From an optimization exercise on the open Yosys and OpenROAD flow, aimed at small area and a short achievable clock period; shortcuts taken in it are not production practice.
Where RTL was checked, it was by simulation tests only, not by an equivalence proof against the original.
Only the layout flow was run in runs 1 and 2; the RTL was not checked for function there.
Power figures rest on the tool's default switching activity, not on a simulated workload.

**design/flow/config.mk**
```make
export PLATFORM = sky130hd
export DESIGN_NAME = hpm_counters
export DESIGN_NICKNAME = hpm_counters
export VERILOG_FILES = /design/flow/design.v
export SDC_FILE = /design/flow/constraint.sdc
export NUM_CORES = 4
export LEC_CHECK = 0
export CAP_MARGIN = 20
export CORE_MARGIN = 2
export CORE_UTILIZATION = 30
export SLEW_MARGIN = 20
```
**design/flow/constraint.sdc**
```tcl
create_clock -name core_clock -period 10.0 [get_ports {clk}]
set_input_delay 2.0000 -clock core_clock [delete_from_list [all_inputs] [get_ports {clk}]]
set_output_delay 2.0000 -clock core_clock [all_outputs]
set_load 0.01 [all_outputs]
```
**design/flow/design.v**
```verilog
module hpm_counters #(
  parameter int XLEN         = 32,
  parameter int CNT_LEN      = 64,
  parameter int N_HPM        = 4,
  parameter int N_EVENTS     = 8,
  parameter int CSR_CMD_LEN  = 3,
  parameter int CSR_ADDR_LEN = 12
) (
  input  logic                    clk,
  input  logic                    reset,
  input  logic [CSR_CMD_LEN-1:0]  cmd,
  input  logic [CSR_ADDR_LEN-1:0] addr,
  input  logic [XLEN-1:0]         wdata,
  input  logic                    retire,
  input  logic [N_EVENTS-1:0]     events,
  output logic [XLEN-1:0]         rdata,
  output logic                    illegal,
  output logic                    ovf_irq
);
  localparam int NC = 3 + N_HPM;    
  localparam int EW = 4;            
  logic [31:0] cnt_lo [NC];
  logic [31:0] cnt_hi [NC];
  logic [NC-1:0] inhibit;
  logic [NC-1:0] ovf;
  logic [EW-1:0] evsel [N_HPM];
  logic is_wr, is_w, is_s, is_c, cmd_nz;
  assign cmd_nz = |cmd;
  assign is_w   = (cmd == 3'd2);
  assign is_s   = (cmd == 3'd3);
  assign is_c   = (cmd == 3'd4);
  assign is_wr  = is_w | is_s | is_c;
  logic a_b, a_c, a_cnt, a_lo, a_hi;
  logic [7:0] a_idx;
  assign a_b   = (addr[11:8] == 4'hB);
  assign a_c   = (addr[11:8] == 4'hC);
  assign a_cnt = (addr[6:3] == 4'h0);
  assign a_lo  = ~addr[7];
  assign a_hi  = addr[7];
  always_comb begin
    for (int k = 0; k < 8; k++) a_idx[k] = (addr[2:0] == 3'(k));
  end
  logic [NC-1:0] rs_lo, rs_hi, ws_lo, ws_hi;
  logic [N_HPM-1:0] s_ev;
  logic s_inh, s_ovf, s_cntb, s_cntc;
  assign s_cntb = a_b & a_cnt & ~a_idx[7];
  assign s_cntc = a_c & a_cnt & ~a_idx[7];
  always_comb begin
    for (int i = 0; i < NC; i++) begin
      rs_lo[i] = (a_b | (a_c & ~is_wr)) & a_cnt & a_lo & a_idx[i];
      rs_hi[i] = (a_b | (a_c & ~is_wr)) & a_cnt & a_hi & a_idx[i];
      ws_lo[i] = is_wr & a_b & a_cnt & a_lo & a_idx[i];
      ws_hi[i] = is_wr & a_b & a_cnt & a_hi & a_idx[i];
    end
  end
  logic a_3xx;
  assign a_3xx = (addr[11:3] == 9'h064);    
  assign s_inh = a_3xx & a_idx[0];
  always_comb begin
    for (int j = 0; j < N_HPM; j++) s_ev[j] = a_3xx & a_idx[3+j];
  end
  assign s_ovf = (addr == 12'h7C0);
  logic hit;
  assign hit = s_cntb | s_cntc | s_inh | (|s_ev) | s_ovf;
  assign illegal = cmd_nz & (~hit | (s_cntc & is_wr));
  logic [31:0] cur;
  always_comb begin
    cur = '0;
    for (int i = 0; i < NC; i++) begin
      cur = cur | ({32{rs_lo[i]}} & cnt_lo[i]) | ({32{rs_hi[i]}} & cnt_hi[i]);
    end
    for (int j = 0; j < N_HPM; j++) cur[EW-1:0] = cur[EW-1:0] | ({EW{s_ev[j]}} & evsel[j]);
    cur[NC-1:0] = cur[NC-1:0] | ({NC{s_inh}} & inhibit) | ({NC{s_ovf}} & ovf);
  end
  assign rdata = cur;
  logic [31:0] nv;
  assign nv = ({32{is_w}} & wdata) | ({32{is_s}} & (cur | wdata)) |
              ({32{is_c}} & cur & ~wdata);
  logic [NC-1:0] w_any;
  assign w_any = ws_lo | ws_hi;
  logic [N_HPM-1:0] ev_hit;
  always_comb begin
    for (int j = 0; j < N_HPM; j++) begin
      ev_hit[j] = 1'b0;
      for (int k = 0; k < N_EVENTS; k++)
        if (evsel[j] == EW'(k + 1)) ev_hit[j] = events[k];
    end
  end
  logic [NC-1:0] inc;
  always_comb begin
    inc[0] = ~inhibit[0];
    inc[1] = 1'b1;
    inc[2] = ~inhibit[2] & retire;
    for (int j = 0; j < N_HPM; j++) inc[3+j] = ~inhibit[3+j] & ev_hit[j];
  end
  logic [NC-1:0] wrap;
  localparam int G  = 8;
  localparam int NG = 64 / G;
  for (genvar i = 0; i < NC; i++) begin : g_cnt
    logic [63:0] q, d;
    logic [NG:0] p;           
    logic [NG-1:0] all1;
    logic [NG-1:0] cin;
    assign q = {cnt_hi[i], cnt_lo[i]};
    assign p[0] = inc[i];
    for (genvar g = 0; g < NG; g++) begin : g_grp
      logic [G:0] c;
      assign all1[g] = &q[g*G +: G];
      assign p[g+1]  = p[g] & all1[g];
      assign cin[g]  = p[g] & ~w_any[i];
      assign c[0] = cin[g];
      for (genvar b = 0; b < G; b++) begin : g_b
        assign c[b+1] = c[b] & q[g*G+b];
      end
      assign d[g*G +: G] = q[g*G +: G] ^ c[G-1:0];
    end
    assign wrap[i] = p[NG] & ~w_any[i];
    always_ff @(posedge clk or negedge reset) begin
      if (!reset) begin
        cnt_lo[i] <= '0;
        cnt_hi[i] <= '0;
      end else begin
        cnt_lo[i] <= ws_lo[i] ? nv : d[31:0];
        cnt_hi[i] <= ws_hi[i] ? nv : d[63:32];
      end
    end
  end
  logic we_ovf;
  assign we_ovf = is_wr & s_ovf;
  always_ff @(posedge clk or negedge reset) begin
    if (!reset) begin
      inhibit <= '0;
      ovf     <= '0;
      for (int j = 0; j < N_HPM; j++) evsel[j] <= '0;
    end else begin
      if (is_wr & s_inh) inhibit <= nv[NC-1:0] & 7'b1111101;
      for (int j = 0; j < N_HPM; j++)
        if (is_wr & s_ev[j]) evsel[j] <= nv[EW-1:0];
      ovf <= ((we_ovf ? nv[NC-1:0] : ovf) | wrap) & 7'b1111101;
    end
  end
  assign ovf_irq = |ovf;
endmodule
```
**design/flow/run.sh**
```bash
#!/bin/bash
# synth_recipe.tcl (not shown) runs the flow's synth.tcl, then flattens the netlist and writes it again
# the make line also repeats each setting of config.mk as NAME=value (left out here)
make -C /OpenROAD-flow-scripts/flow DESIGN_CONFIG=/design/flow/config.mk WORK_HOME=/design/flow/orfs CLKGATE_MAP_FILE= SYNTH_SCRIPT=/design/flow/synth_recipe.tcl finish
```
==> out/metrics.csv, run 1 <==
stage;metric;value;unit
worst_setup_path;reg2reg start;cnt_lo[6][13];
detailed_routing;wire length on met1;51300;um
detailed_routing;Via density;5.89;
worst_setup_path;R2R Path End;cnt_hi[6][30];
die;Rows;114;
clock_network;clock tree buffer depth;3;
synthesis;Synth Register Bits;476;
worst_setup_path;R2R Setup Slk;4.62;ns
synthesis;syn_nets;3438;
clock_network;CTS Buf Count;55;
placement;HPWL Detailed;93500;um
synthesis;Netlist cell types;94;
worst_setup_path;Critical Path Sink Type;output port;
die;initial cell density of the core;0.303;
run_status;status;timing/DRC/antenna clean;
clock_network;CTS resizes;0;
cells_and_area;post-layout util;0.348;
detailed_routing;DRT Wirelength;128000;um
sta;Final WS setup;1.54;ns
cells_and_area;Syn-to-layout area delta;15.0;%
synthesis;Async S/R FF share, synth;1.00;
cells_and_area;most frequent cells in the layout;dfrtp_1, ha_1, nor2_1;
clock_network;H-Tree Depth;2;
die;number of top-level pins;92;
detailed_routing;per-cell routed wire length;29.3;um
sta;Max Slew Vio Count;0;
pwr;pwr/cell area;134;nW/um^2
pwr;Peak VDD IR;0.121;mV
sta;Setup violations, final;0;
cells_and_area;fillers;9769;
detailed_routing;final antenna-violating net count;0;
detailed_routing;DRC violations left;0;
die;die width;316;um
clock_network;Root Driver;clkbuf_16;
die;die area;99900;sq um
sta;Peak Freq;118;MHz
synthesis;register area share after synthesis;0.408;
sta;worst-margin pin slew;1.25;ns
die;Die Y;316;um
worst_setup_path;CP Capture Point;rdata[12];
detailed_routing;router iterations before antenna repair;6;
synthesis;number of synthesized flops with an enable pin;0;
worst_setup_path;worst path arrival time;6.46;ns
clock_network;CTS clk-pin slew, worst paths;0.06;ns
sta;Max-Slew Margin vs Limit;0.161;
worst_setup_path;start-to-end type of the worst setup path;in -> out;
global_routing;first-pass GRT wire length;181000;um
worst_setup_path;Worst Setup SP;cmd[0];
worst_setup_path;Worst Path Required;8.00;ns
placement;placed cells;4239;
cells_and_area;most common cell after layout, fill and taps aside;dfrtp_1;
clock_network;setup bufs post-CTS;0;
sta;RSZ-0062 raised after global routing;false;
pwr;Design Power;4510;uW
synthesis;Synth Instances;2988;
detailed_routing;Max Used Layer;met5;
clock_network;CTS tree;done;
clock_network;Hold Buf Count CTS;0;
global_routing;vias in the first global route;24300;
synthesis;Post-Syn Area;29200;sq um
sta;TNS Setup;0;ns
placement;IO Port Bufs;91;
clock_network;later-pin clock latency in the skew report;0.64;ns
clock_network;CTS sink cnt;476;
pwr;LEAKAGE;0.0164;uW
hold_path;Hold Path Class;reg -> reg;
global_routing;Total GRT Usage;0.252;
global_routing;total gr overflow;0;
sta;clock skew;0.0180;ns
detailed_routing;met3 wire length;12200;um
synthesis;syn avg cell area;9.78;sq um
die;Core ar.;96600;sq um
sta;fin crit period;8.46;ns
sta;Final Hold Fails;0;
worst_setup_path;crit-path max FO;30;
worst_setup_path;CP startpoint kind;input pin;
placement;worst slack, placed;1.63;ns
global_routing;largest net degree at the start of global routing;147;
flow_run;max_cap viols;0;
synthesis;Synth Warn #;4;
detailed_routing;initial DRC count;3525;
detailed_routing;Met2 Routed Length;54100;um
synthesis;Top FF cell, synth;dfrtp_1;
cells_and_area;Nets;3471;
detailed_routing;DR vias;25600;
cells_and_area;share of layout cells above drive strength 1;0.115;
worst_setup_path;Reg2Reg Depth;17;
cells_and_area;final cell count without fillers;4348;
sta;fin crit share;0.846;
placement;GPL Wtd Cong;1.05;
global_routing;initial antenna violation count;1;
## power breakdown
group	switching, uW	total, uW	internal [uW]
combinational	253	361	108
sequential	57.7	2030	1970
clock	882	2120	1240
total	1190	4510	3320
## worst max-delay path, cell delays in order
cell and delay (ns):
clkdlybuf4s50_1 0.69, or3b_4 0.60, nand4_1 0.85, a21oi_1 0.99
buf_4 0.29, a32o_1 0.17, a311oi_1 0.06, nand2_1 0.20
clkdlybuf4s50_1 0.57
## layout make-up
type / instances / area [sq um] / share of cell area
antenna: 6 / 15.0 / 0.000447
clock inverter: 21 / 240 / 0.00715
multi-input combinational: 2278 / 16500 / 0.491
clock buffer: 81 / 1600 / 0.0478
tap: 1276 / 1600 / 0.0475
inverter: 26 / 97.6 / 0.00291
sequential: 476 / 11900 / 0.355
timing repair buffer: 184 / 1640 / 0.0487
## per-layer routing
metal / vias to the layer above / GRT usage
met5: - / 0.00805
li1: 11100 / -
met4: 2 / 0.162
met1: 12600 / 0.329
met2: 1467 / 0.375
met3: 440 / 0.0570
## worst min-delay path by stage
stage           startpoint     endpoint  slack (ns)  depth (start not counted)
6_report       evsel[2][3]  evsel[2][3]        0.50                          2
2_1_floorplan  evsel[0][3]  evsel[0][3]        0.45                          2
5_1_grt        evsel[2][3]  evsel[2][3]        0.54                          2
3_3_place_gp   evsel[0][3]  evsel[0][3]        0.47                          2
4_1_cts        evsel[0][3]  evsel[0][3]        0.50                          2
3_5_place_dp   evsel[2][3]  evsel[2][3]        0.49                          2
## flip-flops by register name, summed over array words and instances (netlist names)
register  cells
cnt_hi      224
cnt_lo      224
evsel        16
inhibit       6
ovf           6
## cell usage after synthesis (29+ instances only)
| master | n | share of area |
|---|---|---|
| nand2_1 | 279 | 0.036 |
| a22oi_1 | 58 | 0.015 |
| o21ai_1 | 57 | 0.0098 |
| mux2_2 | 58 | 0.022 |
| o21ai_0 | 173 | 0.030 |
| nor3_1 | 29 | 0.0050 |
| nand4_1 | 114 | 0.024 |
| xor2_1 | 42 | 0.013 |
| nand3_1 | 34 | 0.0058 |
| ha_1 | 392 | 0.17 |
| clkbuf_1 | 137 | 0.018 |
| dfrtp_1 | 476 | 0.41 |
| nor2_1 | 316 | 0.041 |
| buf_2 | 47 | 0.0081 |
| mux2i_1 | 57 | 0.020 |
| a21oi_1 | 275 | 0.047 |
## stage by stage
step	cell area (sq um)	hold slack [ns]
after floorplan	29200	0.450
after global placement	31700	0.472
after detailed placement	31700	0.489
after CTS	33500	0.503
after global routing	33600	0.543
final	33600	0.504
## cells by family (layout without fill, tap and decap cells)
kind of cell               Yosys count  after routing  synth area share
and+or+nand+nor                    896            896             0.143
AOI/OAI and AO/OA                  811            811             0.182
DFF                                476            476             0.408
adders and majority gates          392            392             0.168
buffers and inverters              234            312            0.0348
muxes                              123            123            0.0481
xor gates and xnor gates            56             56            0.0168
other                                0              6                 0
==> inputs of run 2 (changes only) <==
--- a/design/flow/config.mk
+++ b/design/flow/config.mk
@@ -8,4 +8,5 @@
 export CAP_MARGIN = 20
 export CORE_MARGIN = 2
 export CORE_UTILIZATION = 30
+export SETUP_SLACK_MARGIN = 4.0
 export SLEW_MARGIN = 20
==> run 2 against run 1 <==
Core utilization is 4.1 points higher. Clock-buffer cell count is 6 lower. Total power is 1.7% higher. Critical path depth stayed put.
==> out/metrics.csv, run 2 <==
stage;metric;value;unit;change
pwr;pwr/cell area;122;nW/um^2;was 134 nW/um^2
worst_setup_path;worst path arrival time;4.32;ns;was 6.46 ns
hold_path;Hold Path Class;reg -> reg;;unchanged
sta;Final Hold Fails;0;;unchanged
global_routing;vias in the first global route;26100;;was 24300
synthesis;syn avg cell area;9.78;sq um;unchanged
synthesis;count leader, synth;dfrtp_1;;unchanged
sta;worst-margin pin slew;1.15;ns;was 1.25 ns
hold_path;Hold Startpoint;evsel[0][3];;was evsel[2][3]
worst_setup_path;CP bufs+invs;3;;unchanged
die;initial cell density of the core;0.303;;unchanged
die;die width;316;um;unchanged
sta;clock skew;0.0267;ns;was 0.0180 ns
worst_setup_path;crit-path max FO;44;;was 30
clock_network;CTS clk-pin slew, worst paths;0.06;ns;about the same
clock_network;Hold Buf Count CTS;0;;unchanged
worst_setup_path;CP Cell Sequence;buf_12, nor2b_2, buf_4, a22o_1, nand2_1, a221oi_2, a211o_1, a311o_1, buf_2;;was clkdlybuf4s50_1, or3b_4, nand4_1, a21oi_1, buf_4, a32o_1, a311oi_1, nand2_1, clkdlybuf4s50_1
clock_network;CTS Buf Count;54;;was 55
sta;Setup violations, final;0;;unchanged
pwr;Design Power;4590;uW;was 4510 uW
die;Core ar.;96600;sq um;unchanged
worst_setup_path;R2R Setup Slk;4.75;ns;was 4.62 ns
sta;hold_ws;0.496;ns;was 0.504 ns
synthesis;Synth Instances;2988;;unchanged
placement;HPWL Detailed;91800;um;was 93500 um
worst_setup_path;Reg2Reg Depth;16;;was 17
synthesis;syn_nets;3438;;unchanged
cells_and_area;Regs by FF count;cnt_hi x224, cnt_lo x224, evsel x16;;unchanged
worst_setup_path;Critical Path Sink Type;output port;;unchanged
placement;GPL Wtd Cong;1.05;;about the same
worst_setup_path;R2R Path End;cnt_hi[6][30];;unchanged
worst_setup_path;reg2reg start;cnt_lo[6][14];;was cnt_lo[6][13]
synthesis;Synth top area share;0.408;;unchanged
synthesis;register area share after synthesis;0.408;;unchanged
global_routing;largest net degree at the start of global routing;73;;was 147
synthesis;Yosys top cell by area;dfrtp_1;;unchanged
sta;fin crit share;0.632;;was 0.846
synthesis;Top FF cell, synth;dfrtp_1;;unchanged
global_routing;total gr overflow;0;;unchanged
cells_and_area;share of layout cells above drive strength 1;0.240;;was 0.115
detailed_routing;DRT Wirelength;138000;um;was 128000 um
die;die area;99900;sq um;unchanged
clock_network;H-Tree Depth;2;;unchanged
placement;IO Port Bufs;91;;unchanged
global_routing;initial antenna violation count;6;;was 1
global_routing;first-pass GRT wire length;193000;um;was 181000 um
synthesis;Async S/R FF share, synth;1.00;;unchanged
detailed_routing;per-cell routed wire length;30.0;um;was 29.3 um
clock_network;Root Driver;clkbuf_16;;unchanged
global_routing;Total GRT Usage;0.270;;was 0.252
clock_network;later-pin clock latency in the skew report;0.65;ns;was 0.64 ns
pwr;Peak VDD IR;0.116;mV;was 0.121 mV
cells_and_area;most frequent cells in the layout;dfrtp_1, ha_1, nor2_1;;unchanged
worst_setup_path;start-to-end type of the worst setup path;in -> out;;unchanged
synthesis;Synth top cells by count;dfrtp_1, ha_1, nor2_1;;unchanged
worst_setup_path;CP startpoint kind;input pin;;unchanged
run_status;status;timing/DRC/antenna clean;;unchanged
cells_and_area;most common cell after layout, fill and taps aside;dfrtp_1;;unchanged
clock_network;CTS sink cnt;476;;unchanged
synthesis;Netlist cell types;94;;unchanged
sta;Max Slew Vio Count;0;;unchanged
hold_path;Worst Hold Path Cells;2;;unchanged
clock_network;CTS tree;done;;unchanged
flow_run;max_cap viols;0;;unchanged
cells_and_area;fillers;9396;;was 9769
sta;Peak Freq;158;MHz;was 118 MHz
die;Rows;114;;unchanged
synthesis;Post-Syn Area;29200;sq um;unchanged
die;number of top-level pins;92;;unchanged
sta;fin crit period;6.32;ns;was 8.46 ns
pwr;LEAKAGE;0.0185;uW;was 0.0164 uW
synthesis;Synth Warn #;4;;unchanged
detailed_routing;router iterations before antenna repair;8;;was 6
synthesis;number of synthesized flops with an enable pin;0;;unchanged
sta;TNS Setup;0;ns;unchanged
detailed_routing;Via density;5.97;;was 5.89
worst_setup_path;Largest delay share family, worst path;compound AO/OA/AOI/OAI gates;;was simple AND/OR/NAND/NOR gates
detailed_routing;final antenna-violating net count;0;;unchanged
sta;Max-Slew Margin vs Limit;0.235;;was 0.161
cells_and_area;Nets;3726;;was 3471
die;Die Y;316;um;unchanged
detailed_routing;DR vias;27500;;was 25600
clock_network;clock tree buffer depth;3;;unchanged
synthesis;top post-synthesis cells by area;dfrtp_1, ha_1, a21oi_1;;unchanged
detailed_routing;DRC violations left;0;;unchanged
worst_setup_path;slowest CP cell;buf_4;;was a21oi_1
cells_and_area;Syn-to-layout area delta;28.5;%;was 15.0%
detailed_routing;initial DRC count;3738;;was 3525
hold_path;hold path endpoint;evsel[0][3];;was evsel[2][3]
sta;RSZ-0062 raised after global routing;true;;was false
worst_setup_path;Worst path max stage delay;0.47;ns;was 0.99 ns
synthesis;Synth Register Bits;476;;unchanged
worst_setup_path;Worst Path Required;8.00;ns;about the same
-- run 2: routing by layer --
| metal | GRT usage | routed length, um |
|---|---|---|
| met5 | 0.00710 | 148 |
| met4 | 0.196 | 13200 |
| met3 | 0.0920 | 17100 |
| met2 | 0.386 | 55800 |
| met1 | 0.338 | 51800 |
-- run 2: layout make-up --
type	count	area (sq um)	area share
Clock inverter	24	274	0.00730
Multi-Input combinational cell	2283	17600	0.470
Timing Repair Buffer	435	4430	0.118
Clock buffer	75	1580	0.0421
Antenna cell	2	5.00	0.000133
Inverter	26	114	0.00303
Sequential cell	476	11900	0.317
Tap cell	1276	1600	0.0425
-- run 2: cell families (layout without fill, tap and decap cells) --
family                     Yosys count  count (layout)  share of synthesized area
adders and majority gates          392             392                      0.168
AOI/OAI and AO/OA                  811             811                      0.182
other                                0               2                          0
DFF                                476             476                      0.408
and+or+nand+nor                    896             901                      0.143
muxes                              123             123                     0.0481
buffers and inverters              234             560                     0.0348
xor gates and xnor gates            56              56                     0.0168
-- run 2: worst max path at each step --
stage / from / end / slack (ns) / cells past startpoint
5_1_grt: cmd[0] / rdata[17] / 3.70 / 13
2_1_floorplan: cmd[0] / rdata[7] / 4.01 / 10
3_5_place_dp: cmd[0] / rdata[30] / 1.67 / 7
3_3_place_gp: cmd[0] / rdata[1] / 1.76 / 8
4_1_cts: cmd[0] / rdata[7] / 3.70 / 11
6_report: addr[1] / rdata[7] / 3.68 / 9
-- run 2: power breakdown --
part	switching, uW	total, uW	leakage, uW	internal [uW]
logic	287	436	0.0110	149
clock network	888	2120	0.000914	1230
registers	60.3	2030	0.00658	1970
-- run 2: timing repair --
item / in CTS / in global routing
buffers inserted: 200 / 48
resized for setup: 443 / 123
cloned: 15 / 2
pin swaps: 80 / 59
endpoints found under the setup margin: 146 / 59
hold endpoints to repair: 0 / 0
-- run 2: worst min-delay path: stages, from the launching register on --
cell and delay [ns]:
dfrtp_1 0.35, nand2_1 0.05, o21ai_0 0.06
-- run 2: metrics by stage --
| stage | setup slack (ns) | std cells | area (sq um) | util |
|---|---|---|---|---|
| 5_1_grt | 3.70 | 4596 | 37500 | 0.389 |
| 4_1_cts | 3.70 | 4545 | 36500 | 0.378 |
| 2_1_floorplan | 4.01 | 2988 | 29200 | - |
| 6_report | 3.68 | 4597 | 37500 | 0.389 |
| 3_3_place_gp | 1.76 | 4231 | 31600 | 0.327 |
| 3_5_place_dp | 1.67 | 4231 | 31600 | 0.327 |
==> inputs of run 3 (changes only) <==
--- a/design/flow/design.v
+++ b/design/flow/design.v
@@ -94,7 +94,7 @@
     for (int j = 0; j < N_HPM; j++) inc[3+j] = ~inhibit[3+j] & ev_hit[j];
   end
   logic [NC-1:0] wrap;
-  localparam int G  = 8;
+  localparam int G  = 4;
   localparam int NG = 64 / G;
   for (genvar i = 0; i < NC; i++) begin : g_cnt
     logic [63:0] q, d;
--- a/design/flow/config.mk
+++ b/design/flow/config.mk
@@ -8,5 +8,4 @@
 export CAP_MARGIN = 20
 export CORE_MARGIN = 2
 export CORE_UTILIZATION = 30
-export SETUP_SLACK_MARGIN = 4.0
 export SLEW_MARGIN = 20
==> run 3 against run 2 <==
Non-clock buffer count shrank 267. Combinational power shrank 11%. Highest routed layer unchanged. Critical endpoint is now illegal. Clock-buffer cell count grew 6. Flip-flop and latch count is the same. Core utilization shrank 4.4 points. Global-route usage shrank 4.5 points. Routed wire length shrank 18%. Largest cell class unchanged. Clock skew shrank 0.0022 ns. Critical path depth shrank 2.
==> out/metrics.csv, run 3 <==
stage;metric;value;unit;change
run_status;status;timing/DRC/antenna clean;;unchanged
die;Die Y;315;um;was 316 um
pwr;Int Pwr;3290;uW;was 3350 uW
detailed_routing;DRC violations left;0;;unchanged
die;number of top-level pins;92;;unchanged
clock_network;CTS resizes;0;;was 443
sta;Peak Freq;125;MHz;was 158 MHz
clock_network;CTS tree;done;;unchanged
sta;fin crit period;8.01;ns;was 6.32 ns
die;Core ar.;96300;sq um;was 96600 sq um
die;Rows;114;;unchanged
clock_network;Hold Buf Count CTS;0;;unchanged
synthesis;Synth top cells by count;dfrtp_1, nand2_1, o21ai_0;;was dfrtp_1, ha_1, nor2_1
sta;clock skew;0.0245;ns;was 0.0267 ns
sta;Setup violations, final;0;;unchanged
detailed_routing;per-cell routed wire length;25.5;um;was 30.0 um
synthesis;top post-synthesis cells by area;dfrtp_1, ha_1, o21ai_0;;was dfrtp_1, ha_1, a21oi_1
placement;HPWL Detailed;80200;um;was 91800 um
hold_path;Hold Startpoint;inhibit[2];;was evsel[0][3]
global_routing;initial antenna violation count;2;;was 6
cells_and_area;share of layout cells above drive strength 1;0.0946;;was 0.240
synthesis;Synth Warn #;4;;unchanged
cells_and_area;Regs by FF count;cnt_hi x224, cnt_lo x224, evsel x16;;unchanged
global_routing;total gr overflow;0;;unchanged
cells_and_area;Nets;3508;;was 3726
worst_setup_path;crit-path max FO;18;;was 44
synthesis;syn_nets;3499;;was 3438
detailed_routing;DR vias;25200;;was 27500
synthesis;register area share after synthesis;0.411;;was 0.408
detailed_routing;final antenna-violating net count;0;;unchanged
hold_path;Hold Path Class;reg -> reg;;unchanged
sta;worst-margin pin slew;1.22;ns;was 1.15 ns
flow_run;max_cap viols;0;;unchanged
synthesis;Synth Register Bits;476;;unchanged
clock_network;H-Tree Depth;2;;unchanged
synthesis;Top FF cell, synth;dfrtp_1;;unchanged
placement;GPL Wtd Cong;0.954;;was 1.05
cells_and_area;Syn-to-layout area delta;14.4;%;was 28.5%
clock_network;CTS Buf Count;53;;was 54
worst_setup_path;Worst Path Required;8.00;ns;about the same
pwr;Clock power frac;0.454;;was 0.462
cells_and_area;most common cell after layout, fill and taps aside;dfrtp_1;;unchanged
sta;TNS Setup;0;ns;unchanged
worst_setup_path;Critical Path Sink Type;output port;;unchanged
pwr;LEAKAGE;0.0157;uW;was 0.0185 uW
die;initial cell density of the core;0.301;;was 0.303
clock_network;Root Driver;clkbuf_16;;unchanged
detailed_routing;DRT Wirelength;113000;um;was 138000 um
clock_network;setup bufs post-CTS;0;;was 200
global_routing;Total GRT Usage;0.225;;was 0.270
synthesis;Yosys top cell by area;dfrtp_1;;unchanged
clock_network;clock tree buffer depth;3;;unchanged
sta;Final Hold Fails;0;;unchanged
clock_network;later-pin clock latency in the skew report;0.63;ns;was 0.65 ns
synthesis;number of synthesized flops with an enable pin;0;;unchanged
sta;RSZ-0062 raised after global routing;false;;was true
die;die area;99100;sq um;was 99900 sq um
placement;IO Port Bufs;91;;unchanged
global_routing;first-pass GRT wire length;165000;um;was 193000 um
pwr;Peak VDD IR;0.118;mV;was 0.116 mV
sta;fin crit share;0.801;;was 0.632
synthesis;Netlist cell types;84;;was 94
worst_setup_path;start-to-end type of the worst setup path;in -> out;;unchanged
synthesis;count leader, synth;dfrtp_1;;unchanged
pwr;sw power;1170;uW;was 1230 uW
synthesis;Post-Syn Area;29000;sq um;was 29200 sq um
pwr;pwr/cell area;134;nW/um^2;was 122 nW/um^2
worst_setup_path;worst path arrival time;6.01;ns;was 4.32 ns
detailed_routing;Via density;5.69;;was 5.97
detailed_routing;initial DRC count;2938;;was 3738
worst_setup_path;reg2reg start;cnt_lo[6][11];;was cnt_lo[6][14]
global_routing;largest net degree at the start of global routing;138;;was 73
cells_and_area;most frequent cells in the layout;dfrtp_1, nand2_1, o21ai_0;;was dfrtp_1, ha_1, nor2_1
pwr;sequential fraction of design power;0.459;;was 0.443
synthesis;Async S/R FF share, synth;1.00;;unchanged
pwr;Sw Ratio;0.262;;was 0.269
pwr;combinational share of power;0.087;;was 0.095
pwr;Design Power;4460;uW;was 4590 uW
clock_network;CTS clk-pin slew, worst paths;0.06;ns;about the same
die;die width;315;um;was 316 um
worst_setup_path;Worst Setup SP;cmd[2];;was addr[1]
detailed_routing;router iterations before antenna repair;8;;unchanged
sta;Max-Slew Margin vs Limit;0.189;;was 0.235
sta;Max Slew Vio Count;0;;unchanged
synthesis;syn avg cell area;9.34;sq um;was 9.78 sq um
clock_network;CTS sink cnt;476;;unchanged
worst_setup_path;CP startpoint kind;input pin;;unchanged
synthesis;Synth Instances;3105;;was 2988
global_routing;vias in the first global route;24000;;was 26100
synthesis;Synth top area share;0.411;;was 0.408
==> run 3: cell count changes after synthesis, sizes merged, moves of 13 or more <==
cell / previous run / this run
xnor2: 14 / 84
clkbuf: 139 / 164
buf: 69 / 50
xor2: 42 / 28
a211oi: 23 / 6
ha: 392 / 336
a21oi: 276 / 143
inv: 25 / 38
o21ai: 232 / 445
nand2: 279 / 469
nor2: 317 / 205
==> run 3: path summary, 6_finish.rpt <==
path                                 end  slack, ns  cells after the start
setup reg to reg           cnt_hi[6][26]       4.61                     11
hold reg to reg               inhibit[2]       0.56                      2
hold / removal                inhibit[2]       0.56                      2
setup / recovery                 illegal       1.99                      7
min in group asynchronous    evsel[2][2]       1.45                      1
max in group asynchronous  cnt_hi[3][16]       6.51                      3
==> run 3: per-layer routing <==
metal	vias up	routed length [um]	GRT usage
met5	-	16	0
met1	12300	45900	0.302
met3	291	12500	0.0593
met2	1413	48300	0.337
li1	11200	-	-
met4	2	6090	0.107
==> run 3: area by class of cell <==
type,count,area [sq um]
fillers,9831,63100
multi-input cells,2375,16200
flip-flops and latches,476,11900
well taps,1276,1600
clock buffers,81,1570
repair buffers,168,1550
clock inverters,11,165
inverters,40,150
diodes,1,2.50
==> run 3: kinds of logic after synthesis <==
kind of cell,Yosys count,share of synthesized area
compound gates,827,0.171
fa+ha+maj,336,0.145
flops,476,0.411
mux,120,0.0488
buf+inv,254,0.0356
xor+xnor,112,0.0338
simple gates,980,0.155
==> run 3: critical path, cell delays in order <==
cell and delay, ns:
clkdlybuf4s50_1 0.57, nor3b_1 0.81, or4_1 0.40, and2_1 0.99
o21ai_0 0.31, a211oi_1 0.32, clkdlybuf4s50_1 0.60
==> run 3: stage by stage <==
step | setup WS (ns) | hold slack [ns] | utilization | cell area [sq um] | std cells
2_1_floorplan | 4.16 | 0.494 | - | 29000 | 3105
3_3_place_gp | 2.15 | 0.533 | 0.326 | 31400 | 4332
3_5_place_dp | 2.15 | 0.542 | 0.326 | 31400 | 4334
4_1_cts | 2.14 | 0.555 | 0.344 | 33100 | 4426
5_1_grt | 1.93 | 0.586 | 0.345 | 33200 | 4427
6_report | 1.99 | 0.561 | 0.345 | 33200 | 4428
==> run 3: power groups by stage <==
stage	sequential (uW)	combinational [uW]	clock, uW
floorplan	2050	201	0
global placement	2080	375	0
detailed placement	2080	379	0
CTS	2040	380	2050
global route	2050	420	2120
finish	2040	388	2020

[afterwards: timing with drivers on the ports]
Ports are ideal in the flow. The routed layouts listed here were re-timed in OpenROAD.
Step 1 assumes that a clkbuf_16 drives the clock port and a buf_2 every other input.
Step 2 moves the port delays by t, midway between the first and last clock arrival at a register: inputs arrive t later, outputs are due t later. That takes back most of the time a late clock gives input paths.
Three values: ideal, step 1, step 2; two values: the first two.
| run | t (ns) | setup WS [ns] | hold slack, ns |
|---|---|---|---|
| run 1 | 0.704 | 1.542 / 1.515 / 1.515 | 0.504 / 0.504 / 0.504 |
| run 2 | 0.702 | 3.681 / 3.544 / 3.324 | 0.496 / 0.496 / 0.496 |
| run 3 | 0.680 | 1.990 / 1.960 / 1.960 | 0.561 / 0.561 / 0.561 |
After both steps every run listed still meets setup and hold. The setup slack of run 2, which loses most, moves by -0.137 ns with the drivers and by -0.357 ns with both steps.
